This design comes from an exercise in tuning for small area, a short achievable clock period and few clock cycles per item on the open sky130 flow, not from production work. Function was not checked in any run shown here: the RTL went through the layout flow alone.

==> flow/design.v (outline; a module is shown in full before it is edited, if it fits) <==
// module nn_ctrl: 128 lines
// module nn_operand_store: 56 lines
// module nn_mac_lane: 67 lines
// module nn_mul_add: 392 lines
// module nn_booth_enc: 26 lines
// module nn_hidden_layer: 40 lines
// module nn_output_neuron: 30 lines
// module nn_sum3: 166 lines
// module nn_top: 94 lines
module nn_top #(
  parameter int data_w = 16,
  parameter int frac_w = 8
) (
  input  wire                clk,
  input  wire                rst_n,
  input  wire                in_valid_w1,
  input  wire                in_valid_w2,
  input  wire                in_valid_d,
  input  wire  [data_w-1:0]  weight1,
  input  wire  [data_w-1:0]  weight2,
  input  wire  [data_w-1:0]  data_point,
  output logic               out_valid,
  output logic [data_w-1:0]  out
);
  // ...
==> flow/flow/run.sh <==
#!/bin/bash
set -euo pipefail
bash standard.sh SETUP_SLACK_MARGIN=7.0 finish > standard_flow.log 2>&1
==> flow/standard.sh <==
#!/bin/bash
# synth_recipe.tcl (not shown) runs the flow's synth.tcl, then flattens the netlist and writes it again
# the make line also repeats each setting of config.mk as NAME=value (left out here)
make -C /OpenROAD-flow-scripts/flow DESIGN_CONFIG=/design/flow/config.mk WORK_HOME=/design/flow/orfs CLKGATE_MAP_FILE= SYNTH_SCRIPT=/design/flow/synth_recipe.tcl "${@:-finish}"
==> flow/config.mk <==
export PLATFORM = sky130hd
export DESIGN_NAME = nn_top
export DESIGN_NICKNAME = nn_top
export VERILOG_FILES = /design/flow/design.v
export SDC_FILE = /design/flow/constraint.sdc
export NUM_CORES = 4
export LEC_CHECK = 0
export CAP_MARGIN = 20
export CORE_MARGIN = 2
export CORE_UTILIZATION = 40
export SLEW_MARGIN = 20
==> flow/constraint.sdc <==
create_clock -name core_clock -period 12.0 [get_ports {clk}]
set_input_delay 2.4000 -clock core_clock [delete_from_list [all_inputs] [get_ports {clk}]]
set_output_delay 2.4000 -clock core_clock [all_outputs]
set_load 0.01 [all_outputs]
==> flow_metrics.tcl, run 1 <==
set metrics [dict create \
    grt_util_all_layers_pct 21.16 \
    synth_cell_count_leaders "458 x sky130_fd_sc_hd__inv_1, 332 x sky130_fd_sc_hd__fa_1, 323 x sky130_fd_sc_hd__a22oi_1" \
    worst-r2r-setup-slack_ps 6960 \
    multi_input_area_share_pct 49.37 \
    cts_made_buffers 58 \
    area.growth.synth_to_final_pct 17.31 \
    syn_nets 3887 \
    maximum_number_of_pins_on_one_net_before_global_route_repair 128 \
    ys_seq_area_share_pct 37.67 \
    fillCellCount 8394 \
    drc 0 \
    tapCellCount 1254 \
    place.detailed.hpwl_microns 74230 \
    number_of_flops_mapped_to_enable_cells_by_yosys 304 \
    globalRouteMet1Util_pct 30.23 \
    met1_length_microns 45170 \
    max-cap-violations 0 \
    final.setup_skew_ps 53.31 \
    synthArstFlopShare_pct 11.78 \
    fmax_mhz 182.2 \
    outcome "timing/DRC/antenna clean" \
    use_met3_pct 3.293 \
    synth_seq_cells 535 \
    synth.lib_cells_used.distinct 81 \
]
==> run 2: changes to the inputs <==
==> flow/flow/run.sh (replaced) <==
#!/bin/bash
set -euo pipefail
M=7.0
R=orfs/results/sky130hd/nn_top/base
bash standard.sh SETUP_SLACK_MARGIN=$M synth > synth_flow.log 2>&1
cp $R/1_2_yosys.v $R/1_2_yosys_orig.v
python3 flow/fa_polarity.py $R/1_2_yosys_orig.v $R/1_2_yosys_fapol.v > fa_polarity.log 2>&1
python3 flow/out_adder.py $R/1_2_yosys_fapol.v $R/1_2_yosys_oadd.v > out_adder.log 2>&1
cp $R/1_2_yosys_oadd.v $R/1_2_yosys.v
rm -f $R/1_synth.odb $R/1_synth.sdc
bash standard.sh SETUP_SLACK_MARGIN=$M finish > standard_flow.log 2>&1
==> flow/flow/fa_polarity.py (new file) <==
#!/usr/bin/env python3
"""Remove inverters around full-adder cells by choosing each full adder's
polarity: a full adder with all three inputs inverted gives both outputs
inverted, so FA(~a,~b,~c) = (~s, ~co). Rewrites a Yosys-written netlist of
standard cells; registers and all other cells are left as they are.

usage: fa_polarity.py in.v out.v"""
import re, sys

INV = re.compile(r"sky130_fd_sc_hd__(inv|clkinv)_\d+$")
FA = re.compile(r"sky130_fd_sc_hd__fa_\d+$")

src = open(sys.argv[1]).read()
m = re.search(r"^module .*?;\n", src, re.S | re.M)
cell_re = re.compile(r"^  (sky130_fd_sc_hd__\w+) (\S+)\s+\((.*?)\n  \);\n", re.S | re.M)
pin_re = re.compile(r"\.(\w+)\((.*?)\)(?:,|\s*$)", re.M)

cells = []
for cm in cell_re.finditer(src):
    typ, name, body = cm.group(1), cm.group(2), cm.group(3)
    pins = [(p, n.strip()) for p, n in pin_re.findall(body)]
    cells.append([typ, name, pins, cm.start(), cm.end()])

OUTS = {"X", "Y", "Q", "Q_N", "SUM", "COUT", "HI", "LO"}
ports_out = set()
for pm in re.finditer(r"^  output (?:\[(\d+):(\d+)\] )?(\S+);", src, re.M):
    if pm.group(1):
        for i in range(int(pm.group(2)), int(pm.group(1)) + 1):
            ports_out.add(f"{pm.group(3)}[{i}]")
    else:
        ports_out.add(pm.group(3))

driver = {}
for ci, c in enumerate(cells):
    for p, n in c[2]:
        if p in OUTS:
            driver[n] = (ci, p)

def is_inv(ci):
    return INV.match(cells[ci][0]) is not None

# removable inverters: not driving a port
inv_out = {}
for ci, c in enumerate(cells):
    if is_inv(ci):
        a = dict(c[2])["A"]; y = dict(c[2])["Y"]
        if y not in ports_out:
            inv_out[y] = a

def base(n):
    pol = 0
    while n in inv_out:
        n = inv_out[n]; pol ^= 1
    return n, pol

fa_ids = [ci for ci, c in enumerate(cells) if FA.match(c[0])]
fa_set = set(fa_ids)
# consumers: (cell index, pin, base net, polarity needed w.r.t. true base signal)
cons = {}      # base -> list of [ci, pin, pol]
for ci, c in enumerate(cells):
    if ci in inv_out.values():
        pass
    if is_inv(ci) and dict(c[2])["Y"] in inv_out:
        continue
    for p, n in c[2]:
        if p in OUTS:
            continue
        b, pol = base(n)
        cons.setdefault(b, []).append([ci, p, pol])
# port outputs driven directly by a net also count as consumers (fixed)
flip = {ci: 0 for ci in fa_ids}
out_of = {}    # base net -> FA index if driven by an FA output
for ci in fa_ids:
    for p, n in cells[ci][2]:
        if p in ("SUM", "COUT"):
            out_of[n] = ci

def need_inv(b):
    """1 if some consumer of base b needs the polarity the wire lacks."""
    wire_pol = flip.get(out_of.get(b), 0) if b in out_of else 0
    for ci, p, pol in cons.get(b, []):
        q = pol ^ (flip[ci] if ci in fa_set else 0)
        if q != wire_pol:
            return 1
    return 0

def nets_of(ci):
    s = set()
    for p, n in cells[ci][2]:
        if p in OUTS:
            s.add(n)
        else:
            s.add(base(n)[0])
    return s

total = sum(need_inv(b) for b in cons)
print(f"fa_polarity: {len(fa_ids)} full adders, {sum(1 for c in range(len(cells)) if is_inv(c))} inverters, {total} needed before", file=sys.stderr)
changed = True
it = 0
while changed and it < 50:
    changed = False; it += 1
    for ci in fa_ids:
        ns = nets_of(ci)
        before = sum(need_inv(b) for b in ns)
        flip[ci] ^= 1
        after = sum(need_inv(b) for b in ns)
        if after < before:
            changed = True
        else:
            flip[ci] ^= 1
total = sum(need_inv(b) for b in cons)
print(f"fa_polarity: {sum(flip.values())} flipped, {total} inverters needed after", file=sys.stderr)

# rewrite: wire of base b carries b ^ wire_pol; make an inverted copy where needed
new_pins = {ci: dict(c[2]) for ci, c in enumerate(cells)}
extra = []
k = 0
for b, lst in cons.items():
    wire_pol = flip.get(out_of.get(b), 0) if b in out_of else 0
    inv_net = None
    for ci, p, pol in lst:
        q = pol ^ (flip[ci] if ci in fa_set else 0)
        if q == wire_pol:
            new_pins[ci][p] = b
        else:
            if inv_net is None:
                k += 1
                inv_net = f"_fapol_{k}_"
                extra.append((b, inv_net, k))
            new_pins[ci][p] = inv_net

def esc(n):
    return n + " " if n.startswith("\\") else n

drop = set(ci for ci, c in enumerate(cells) if is_inv(ci) and dict(c[2])["Y"] in inv_out)
out = []
pos = 0
for ci, c in enumerate(cells):
    out.append(src[pos:c[3]])
    pos = c[4]
    if ci in drop:
        continue
    pins = c[2]
    body = ",\n".join(f"    .{p}({esc(new_pins[ci][p])})" for p, _ in pins)
    out.append(f"  {c[0]} {c[1]} (\n{body}\n  );\n")
tail = src[pos:]
ins = "".join(f"  sky130_fd_sc_hd__inv_1 _fapol_inv_{k}_ (\n    .A({esc(b)}),\n    .Y({n})\n  );\n" for b, n, k in extra)
decl = "".join(f"  wire {n};\n" for b, n, k in extra)
text = "".join(out)
# declare new wires after the module header's port declarations
hdr_end = text.index("\n", text.index("module ")) + 1
text = text[:hdr_end] + decl + text[hdr_end:]
tail = tail.replace("endmodule", ins + "endmodule", 1)
open(sys.argv[2], "w").write(text + tail)
==> flow/flow/out_adder.py (new file) <==
#!/usr/bin/env python3
"""Replace the logic between the output registers u_output.x / u_output.y
and the out port (out = x + y, 16 bits) by a Sklansky adder built from
standard cells. Checks that the replaced logic is exactly the cone of out
from those registers. usage: out_adder.py in.v out.v"""
import re, sys

W = 16
src = open(sys.argv[1]).read()
cell_re = re.compile(r"^  (sky130_fd_sc_hd__\w+) (\S+)\s+\((.*?)\n  \);\n", re.S | re.M)
pin_re = re.compile(r"\.(\w+)\((.*?)\)(?:,|\s*$)", re.M)
OUTS = {"X", "Y", "Q", "Q_N", "SUM", "COUT", "HI", "LO"}
SEQ = re.compile(r"sky130_fd_sc_hd__(df|edf|sdf|dl)")

cells = []
for cm in cell_re.finditer(src):
    pins = [(p, n.strip()) for p, n in pin_re.findall(cm.group(3))]
    cells.append([cm.group(1), cm.group(2), pins, cm.start(), cm.end()])
driver = {}
loads = {}
for ci, c in enumerate(cells):
    for p, n in c[2]:
        if p in OUTS:
            driver[n] = ci
        else:
            loads.setdefault(n, []).append(ci)

xs = [f"\\u_output.x[{k}]" for k in range(W)]
ys = [f"\\u_output.y[{k}]" for k in range(W)]
outs = [f"out[{k}]" for k in range(W)]
leaves = set(xs) | set(ys)
cone = set()
stack = list(outs)
seen = set()
while stack:
    n = stack.pop()
    if n in seen or n in leaves:
        continue
    seen.add(n)
    ci = driver.get(n)
    if ci is None:
        sys.exit(f"out_adder: {n} has no driver inside the netlist")
    if SEQ.match(cells[ci][0]):
        sys.exit(f"out_adder: cone reaches register {cells[ci][1]}")
    if ci in cone:
        continue
    cone.add(ci)
    for p, m in cells[ci][2]:
        if p not in OUTS:
            stack.append(m)
# nets made inside the cone must not be used outside it
for ci in cone:
    for p, n in cells[ci][2]:
        if p in OUTS:
            for l in loads.get(n, []):
                if l not in cone and n not in outs:
                    sys.exit(f"out_adder: {n} is used outside the adder")
for n in leaves:
    if not any(n == m for ci in cone for p, m in cells[ci][2]):
        sys.exit(f"out_adder: {n} does not reach out")

# Kogge-Stone adder
new = []
wires = []
k = [0]
def cell(typ, **pins):
    k[0] += 1
    name = f"_oadd_{k[0]}_"
    body = ",\n".join(f"    .{p}({n + ' ' if n.startswith(chr(92)) else n})" for p, n in pins.items())
    new.append(f"  sky130_fd_sc_hd__{typ} {name} (\n{body}\n  );\n")
def wire(nm):
    wires.append(f"  wire {nm};\n")
    return nm
g = {}; t = {}
for i in range(W):
    g[i] = wire(f"_oadd_g0_{i}_"); t[i] = wire(f"_oadd_p0_{i}_")
    cell("and2_1", A=xs[i], B=ys[i], X=g[i])
    cell("xor2_1", A=xs[i], B=ys[i], X=t[i])
p0 = dict(t)
d = 1; lvl = 0
while d < W:
    # Sklansky: bit i joins the last bit of the block below it
    lvl += 1
    ng = dict(g); nt = dict(t)
    for i in range(W):
        if (i // d) % 2 == 1:
            j = (i // d) * d - 1
            ng[i] = wire(f"_oadd_g{lvl}_{i}_")
            cell("a21o_1", A1=t[i], A2=g[j], B1=g[i], X=ng[i])
            if j - (j // d) * d + 1 < j + 1 and (i // d) * d - d > 0:
                nt[i] = wire(f"_oadd_p{lvl}_{i}_")
                cell("and2_1", A=t[i], B=t[j], X=nt[i])
    g, t = ng, nt
    d *= 2
cell("buf_1", A=p0[0], X=outs[0])
for i in range(1, W):
    cell("xor2_1", A=p0[i], B=g[i - 1], X=outs[i])

drop = cone
out = []
pos = 0
for ci, c in enumerate(cells):
    out.append(src[pos:c[3]])
    pos = c[4]
    if ci in drop:
        continue
    out.append(src[c[3]:c[4]])
tail = src[pos:].replace("endmodule", "".join(new) + "endmodule", 1)
text = "".join(out)
hdr_end = text.index("\n", text.index("module ")) + 1
text = text[:hdr_end] + "".join(wires) + text[hdr_end:]
open(sys.argv[2], "w").write(text + tail)
print(f"out_adder: replaced {len(cone)} cells by {len(new)}", file=sys.stderr)
==> run 2 against run 1 <==
Effect of this change:
- global-route usage shrank 0.63 points
- critical path depth grew 5
- via count is 6.1% lower
- synthesized area fell by 2.0%
- count of clock-buffer cells in the layout shrank 8
- synthesized cell count decreased by 6.1%
- register-to-register slack gained 90 ps
- hold slack got worse by 3.0 ps
- worst setup slack gained 540 ps
- flip-flop and latch count stayed put
==> flow_metrics.tcl, run 2 <==
set metrics [dict create \
    setup_total_negative_slack_ps 0 \
    die_width_microns 306.4 \
    place.detailed.hpwl_microns 72410 \
    fraction_of_final_layout_cells_sized_beyond_drive_strength_1_pct 17.39 \
    setup_viol 0 \
    minimum_hold_slack_ps 414.4 \
    clock_sinks 535 \
    met1_length_microns 41830 \
    most_common_library_cell_in_the_layout_ignoring_fill_and_taps "sky130_fd_sc_hd__edfxtp_1" \
    ys_warn_count 6 \
    slew_viol_final 0 \
    global_route_wire_length_before_repair_microns 147900 \
    timing.final.crit_period_ps 4948 \
    met3_wirelength_microns 7536 \
    reg2regPathDepth 16 \
    cts_made_buffers 60 \
    grt_util_all_layers_pct 20.53 \
    initial_utilization_pct 40.52 \
    final_cell_mix "304 x sky130_fd_sc_hd__edfxtp_1, 303 x sky130_fd_sc_hd__fa_1, 290 x sky130_fd_sc_hd__a22oi_1, 274 x sky130_fd_sc_hd__xnor2_1, 248 x sky130_fd_sc_hd__inv_1" \
    critPathRequiredTime_ps 12470 \
    worst_path_largest_cell_delay_ps 610 \
    timing.hold.worst_path_depth 0 \
    cts-hold-fix-buffers 0 \
    final_area_sq_um 42110 \
    drt_iter0_drc 2380 \
    cp-end-kind "flop" \
    register_with_the_most_flip_flops "u_store.w1" \
    path_clk_slew_ps 60 \
    postSynthAreaPerCell_sq_um 11.69 \
    hp-class "flop to flop" \
    first_pass_iters 6 \
    largest_register_ffs 192 \
    register_area_sq_um 14450 \
    final.setup_skew_ps 54.27 \
    max-cap-violations 0 \
    setup_repair_after_global_routing_missed_its_margin "yes" \
    clk-insertion-delay-late_ps 660 \
    finalWeightedCongestion 0.8825 \
    drt-vias-per-instance 5.423 \
    place_area_sq_um 37950 \
    core_sq_um 90290 \
    antenna_violating_nets_post_route 0 \
    total_die_area_sq_um 93900 \
    ios 70 \
    number_of_h_tree_levels 2 \
    timing.slew.headroom_pct 26.56 \
    overflow 0 \
    worstSetupStartpointType "flop" \
    rows 110 \
    antenna_cells_inserted 0 \
    port-buffer-count 69 \
    drc 0 \
    fmax_mhz 202.1 \
    critical_path.max_fanout 10 \
    total_area_of_multi_input_combinational_cells_sq_um 21310 \
    fin_crit_sh_pct 41.23 \
    timing.critical_path.mode_cell "sky130_fd_sc_hd__fa_1" \
    outcome "timing/DRC/antenna clean" \
    floorplan.die.height_microns 306.4 \
    critical_path_arrival_ps 5420 \
    met2WireLength_microns 44830 \
    top_layer_used_by_detailed_routing "met4" \
    syn_nets 3666 \
    clock-root-buffer "sky130_fd_sc_hd__clkbuf_16" \
    worstMarginPinSlew_ps 1097 \
    crit_type "flop to flop" \
    worst-r2r-setup-slack_ps 7050 \
    finalNetCount 3700 \
    crit_slowest_cell "sky130_fd_sc_hd__fa_1" \
    first_global_vias 23837 \
    netlist_instances 3129 \
    cts_tree "yes" \
    post-place-cells 4164 \
    max-clock-path-buffers 3 \
    drt_wl_total_microns 97560 \
    finalNonFillerCells 4390 \
    fillCellCount 8206 \
    initial_antenna_violation_count 1 \
    netlist_area_sq_um 36590 \
    maximum_number_of_pins_on_one_net_before_global_route_repair 84 \
    area.growth.synth_to_final_pct 15.11 \
    final-hold-violation-count 0 \
    detailroute.via_count 23809 \
    worstPathCellList "a22oi_2 > xor2_1 > fa_1 > inv_2 > fa_1 > fa_1 > fa_1 > ha_4 > and3_4 > a221o_1 > a221oi_2 > o311a_1 > nor3_2 > a2111oi_2 > xnor2_1 > o21ai_1" \
    wl_per_cell_microns 22.22 \
    largest_registers "u_store.w1 x192, u_store.d x64" \
]
==> run 2: changes by cell type in the layout (fill, tap and decap cells not counted), sizes merged, moves of 6 or more <==
cell	change
and2	+28
ha	-15
clkbuf	-7
nor2	-7
xor2	+31
inv	-213
clkinvlp	+8
o21ai	-6
buf	-67
a21oi	-7
a21o	+23
xnor2	-14
==> run 2: what timing repair did <==
action                     CTS  global route
setup endpoints to repair   78            54
resized for setup          226           171
pin swaps                    6            83
buffers inserted            12           101
==> run 2: metal layers <==
| layer | GRT usage [%] | up-vias |
|---|---|---|
| met1 | 28.22 | 11959 |
| met4 | 6.863 | 0 |
| met2 | 31.94 | 817 |
| met3 | 4.797 | 125 |
| met5 | 0 | - |
| li1 | - | 10908 |
==> run 2: worst max-delay path, delay by kind of cell, from the launching register on <==
kind,cells,cell delay [ps]
compound gates,6,1290
xor+xnor,2,360
fa+ha+maj,5,2430
buf+inv,1,40
flops,1,440
simple gates,2,220
==> run 2: final cells by class <==
| type | instances | share of cell area (%) |
|---|---|---|
| clock buffers | 72 | 3.791 |
| multi-input cells | 2102 | 50.60 |
| well taps | 1176 | 3.494 |
| flip-flops and latches | 535 | 34.31 |
| repair buffers | 204 | 4.177 |
| inverters | 260 | 2.362 |
| clock inverters | 41 | 1.272 |
==> run 2: per-stage QoR <==
step	util [%]	setup slack (ps)
finish	46.64	7052
floorplan	-	6995
global placement	42.03	6512
global route	46.64	6846
CTS	45.01	6928
detailed placement	42.03	6428
==> run 2: worst paths after layout <==
kind	startpoint	end
max in group asynchronous	rst_n	u_output.x[0]
max	u_hidden.g_lane[2].u_lane.m[14]	u_hidden.g_lane[2].u_lane.m[15]
max reg2reg	u_hidden.g_lane[2].u_lane.m[14]	u_hidden.g_lane[2].u_lane.m[15]
min reg2reg	u_store.d[24]	u_store.d[8]
min in group asynchronous	rst_n	u_store.w2_ok[1]
min	u_store.d[24]	u_store.d[8]

[static timing again, ports no longer ideal]
How much do the figures lean on ideal ports? The routed layouts below were timed once more, with nothing changed but the port constraints. Step 1, drivers: a clkbuf_16 drives clk and a buf_2 each remaining input, both assumed. Step 2 times the ports against the registers' clock, not the clock port: input delays grow and output delays shrink by t, the midpoint of the rising clock arrivals with the driver on. Slacks: ideal / step 1 / step 2; pairs: ideal / step 1.
run | t, ns | slack for setup (ns) | hold WS [ns]
run 1 | 0.690 | 6.512 / 6.452 / 6.957 | 0.417 / 0.417 / 0.417
run 2 | 0.701 | 7.052 / 7.010 / 7.052 | 0.414 / 0.414 / 0.414
After both steps setup and hold are still met in every run listed.
